Context: an optimization exercise on an open-source flow, tuned for small area, a short achievable clock period and few clock cycles. The choices shown serve that exercise and are no tape-out recipe. Only simulation tests tie the RTL to the original design; equivalence was not proved. Power and IR drop assume default switching activity.

==> try-maple <==
## matmul_top
module matmul_top (
	input  logic                   clk,
	input  logic                   reset_n,
	input  logic                   dut_valid,
	output logic                   dut_ready,
	output matmul_pkg::sram_addr_t input_read_address,
	input  matmul_pkg::sram_data_t input_read_data,
	output matmul_pkg::sram_addr_t weight_read_address,
	input  matmul_pkg::sram_data_t weight_read_data,
	output logic                   result_write_enable,
	output matmul_pkg::sram_addr_t result_write_address,
	output matmul_pkg::sram_data_t result_write_data
);
export LEC_CHECK = 0
export CAP_MARGIN = 20
export CORE_MARGIN = 2
export CORE_UTILIZATION = 60
export CTS_CLUSTER_DIAMETER = 140
export CTS_CLUSTER_SIZE = 28
export SLEW_MARGIN = 20
export SYNTH_HIERARCHICAL = 1
create_clock -name core_clock -period 12.0 [get_ports {clk}]
standard.sh (not shown) runs the stock make flow with config.mk's settings and CLKGATE_MAP_FILE= SYNTH_SCRIPT=/design/flow/synth_recipe.tcl, a recipe that flattens the netlist after the stock synthesis.
==> flow/flow/run.sh <==
#!/bin/bash
set -euo pipefail
MARGIN=${MARGIN:-8.65}
bash standard.sh SETUP_SLACK_MARGIN=$MARGIN \
  "BUFFER_PORTS_ARGS=-buffer_cell sky130_fd_sc_hd__buf_2" finish > standard.log 2>&1
==> try-harbor (differences from try-maple) <==
==> flow/flow/run.sh (replaced) <==
#!/bin/bash
set -euo pipefail
MARGIN=${MARGIN:-8.6}
bash standard.sh SETUP_SLACK_MARGIN=$MARGIN \
  "BUFFER_PORTS_ARGS=-buffer_cell sky130_fd_sc_hd__buf_2" finish > standard.log 2>&1
--- a/flow/config.mk
+++ b/flow/config.mk
@@ -7,8 +7,8 @@
 export LEC_CHECK = 0
 export CAP_MARGIN = 20
 export CORE_MARGIN = 2
-export CORE_UTILIZATION = 60
-export CTS_CLUSTER_DIAMETER = 140
-export CTS_CLUSTER_SIZE = 28
+export CORE_UTILIZATION = 55
+export CTS_CLUSTER_DIAMETER = 120
+export CTS_CLUSTER_SIZE = 24
 export SLEW_MARGIN = 20
 export SYNTH_HIERARCHICAL = 1
==> impl_summary.log <==
INFO  metric run_status = finished clean
INFO  metric initial_core_util = 0.560
INFO  metric multi_input_area = about 15000 um2
INFO  metric critical_path.reg2reg.endpoint = u_mac.cut_q[19]
INFO  metric wirelength = between 60000 and 70000 um
INFO  metric finalClockSkew = between 0.015 and 0.02 ns
INFO  metric layout.buffer.nonclock.area_share = 0.0626
INFO  metric globalRouteMet1Util = 0.372
INFO  metric grt_first_pass_wirelength = between 100000 and 150000 um
(the above is from try-harbor)
==> impl_summary.log <==
INFO  metric run_status = finished clean
INFO  metric largest_family_of_logic_cells_by_synthesized_area = adder cells
INFO  metric wirelength = between 60000 and 70000 um
INFO  metric globalRouteMet1Util = 0.404
INFO  metric multi_input_area = 15100 um2
INFO  metric critical_path.reg2reg.endpoint = u_mac.acc[31]
INFO  metric critical_path_buf_inv_count = 1
INFO  metric grt_first_pass_wirelength = around 100000 um
INFO  metric static-leakage-power = approximately 0.01 uW
INFO  metric initial_core_util = 0.609
(the above is from try-maple)
Testbench counts of try-maple, summed over its fixed seeds: cycles 30,328.
Testbench counts of try-harbor, summed over its fixed seeds: cycles 30,328.

==> v16 <==
Another version of the RTL of matmul_top (not shown whole).
Settings: LEC_CHECK=0, CAP_MARGIN=20, CORE_MARGIN=2, CORE_UTILIZATION=55, CTS_CLUSTER_DIAMETER=120, CTS_CLUSTER_SIZE=24, SLEW_MARGIN=20, SYNTH_HIERARCHICAL=1; clock period 12.0 ns.
==> flow/flow/run.sh <==
#!/bin/bash
set -euo pipefail
MARGIN=${MARGIN:-8.4}
bash standard.sh SETUP_SLACK_MARGIN=$MARGIN \
  "BUFFER_PORTS_ARGS=-buffer_cell sky130_fd_sc_hd__buf_1" finish > standard.log 2>&1
==> v8 (differences from v16) <==
==> flow/flow/run.sh (replaced) <==
#!/bin/bash
set -euo pipefail
MARGIN=${MARGIN:-8.35}
bash standard.sh SETUP_SLACK_MARGIN=$MARGIN \
  "BUFFER_PORTS_ARGS=-buffer_cell sky130_fd_sc_hd__buf_1" finish > standard.log 2>&1
==> v22 (differences from v16) <==
==> flow/run.sh (new file) <==
#!/bin/bash
# synth_recipe.tcl (not shown) runs the flow's synth.tcl, then flattens the netlist and writes it again
# the make line also repeats each setting of config.mk as NAME=value (left out here)
make -C /OpenROAD-flow-scripts/flow DESIGN_CONFIG=/design/flow/config.mk WORK_HOME=/design/flow/orfs CLKGATE_MAP_FILE= SYNTH_SCRIPT=/design/flow/synth_recipe.tcl finish
Settings changed: SETUP_SLACK_MARGIN set to 5.
removed: flow/flow/run.sh
removed: flow/standard.sh
==> v3 (differences from v16) <==
==> flow/flow/run.sh (replaced) <==
#!/bin/bash
set -euo pipefail
MARGIN=${MARGIN:-8.6}
bash standard.sh SETUP_SLACK_MARGIN=$MARGIN \
  "BUFFER_PORTS_ARGS=-buffer_cell sky130_fd_sc_hd__buf_1" finish > standard.log 2>&1
==> run notes <==
quantity                                                                         v3                        v8                               v22                       v16
Via count of the first global-routing pass                                    18170                     17720                             17900                     17720
Antenna violations before repair                                                  1                         1                                 3                         1
Count of TritonRoute iterations in the first routing pass                         7                         6                                 6                         6
Part of the power in registers                                                0.210                     0.221                             0.218                     0.221
Worst slew margin                                                            0.4291                    0.2324                            0.2231                    0.2625
Internal power                                                           0.004634 W                0.004250 W                        0.004354 W                0.004255 W
Met3 WL                                                                    5.032 mm                  4.946 mm                          4.723 mm                  4.708 mm
Final worst hold slack                                                     431.4 ps                  430.2 ps                          437.0 ps                  430.4 ps
Switching portion of total power                                             0.4516                    0.4626                            0.4570                    0.4628
Clock-cell share of area                                                    0.01944                   0.02051                           0.02013                   0.02048
Final cell count without fillers                                               2916                      2851                              2855                      2851
Minimum setup slack after placement                                         8318 ps                   8318 ps                           8398 ps                   8318 ps
Final Net Count                                                                2724                      2659                              2660                      2659
Crit-path slowest cell                                     sky130_fd_sc_hd__dfxtp_2  sky130_fd_sc_hd__dfxtp_1  sky130_fd_sc_hd__clkdlybuf4s50_1  sky130_fd_sc_hd__dfxtp_1
Run status                                                  complete, no violations   complete, no violations           complete, no violations   complete, no violations
Highest metal layer with signal wires                                          met4                      met4                              met5                      met4
Critical path data arrival time                                             1040 ps                   1180 ps                           1680 ps                   1130 ps
Sequential power                                                          0.00178 W                 0.00175 W                         0.00175 W                 0.00175 W
Via total after detailed routing                                              17890                     17590                             17620                     17540
Delay of the slowest cell on the worst path                                  380 ps                    420 ps                            600 ps                    400 ps
Count of placed standard cells including taps                                  2822                      2822                              2823                      2822
Testbench counts of v16, summed over its fixed seeds: cycles 30,008.
Testbench counts of v8, summed over its fixed seeds: cycles 30,008.
Testbench counts of v22, summed over its fixed seeds: cycles 30,008.
Testbench counts of v3, summed over its fixed seeds: cycles 30,008.

[static timing again, ports no longer ideal]
The results above use ideal ports. As a check the final layouts listed here were re-extracted and re-timed, cells and wires unchanged.
Step 1 assumes that a clkbuf_16 drives the clock port and a buf_2 every other input.
Step 2 times the ports against the registers' clock, not the clock port: input delays grow and output delays shrink by t, the midpoint of the rising clock arrivals with the driver on.
Slacks: ideal / step 1 / step 2; pairs: ideal / step 1.
run	shift t [ns]	slack for setup (ns)	worst setup path after step 2	clock arrival spread, ns	worst data-port slew with drivers (ns)
try-maple	0.611	8.562 / 8.502 / 8.718	register to register	0.020 / 0.020	0.05
try-harbor	0.609	8.557 / 8.499 / 8.678	register to register	0.024 / 0.023	0.06
v16	0.606	8.466 / 8.406 / 8.499	register to register	0.026 / 0.026	0.09
v8	0.605	8.420 / 8.360 / 8.425	register to register	0.028 / 0.029	0.09
v22	0.597	7.918 / 7.861 / 8.334	register to register	0.026 / 0.026	0.10
v3	0.607	8.558 / 8.498 / 8.648	register to register	0.027 / 0.027	0.09
After both steps setup and hold are still met in every run listed.
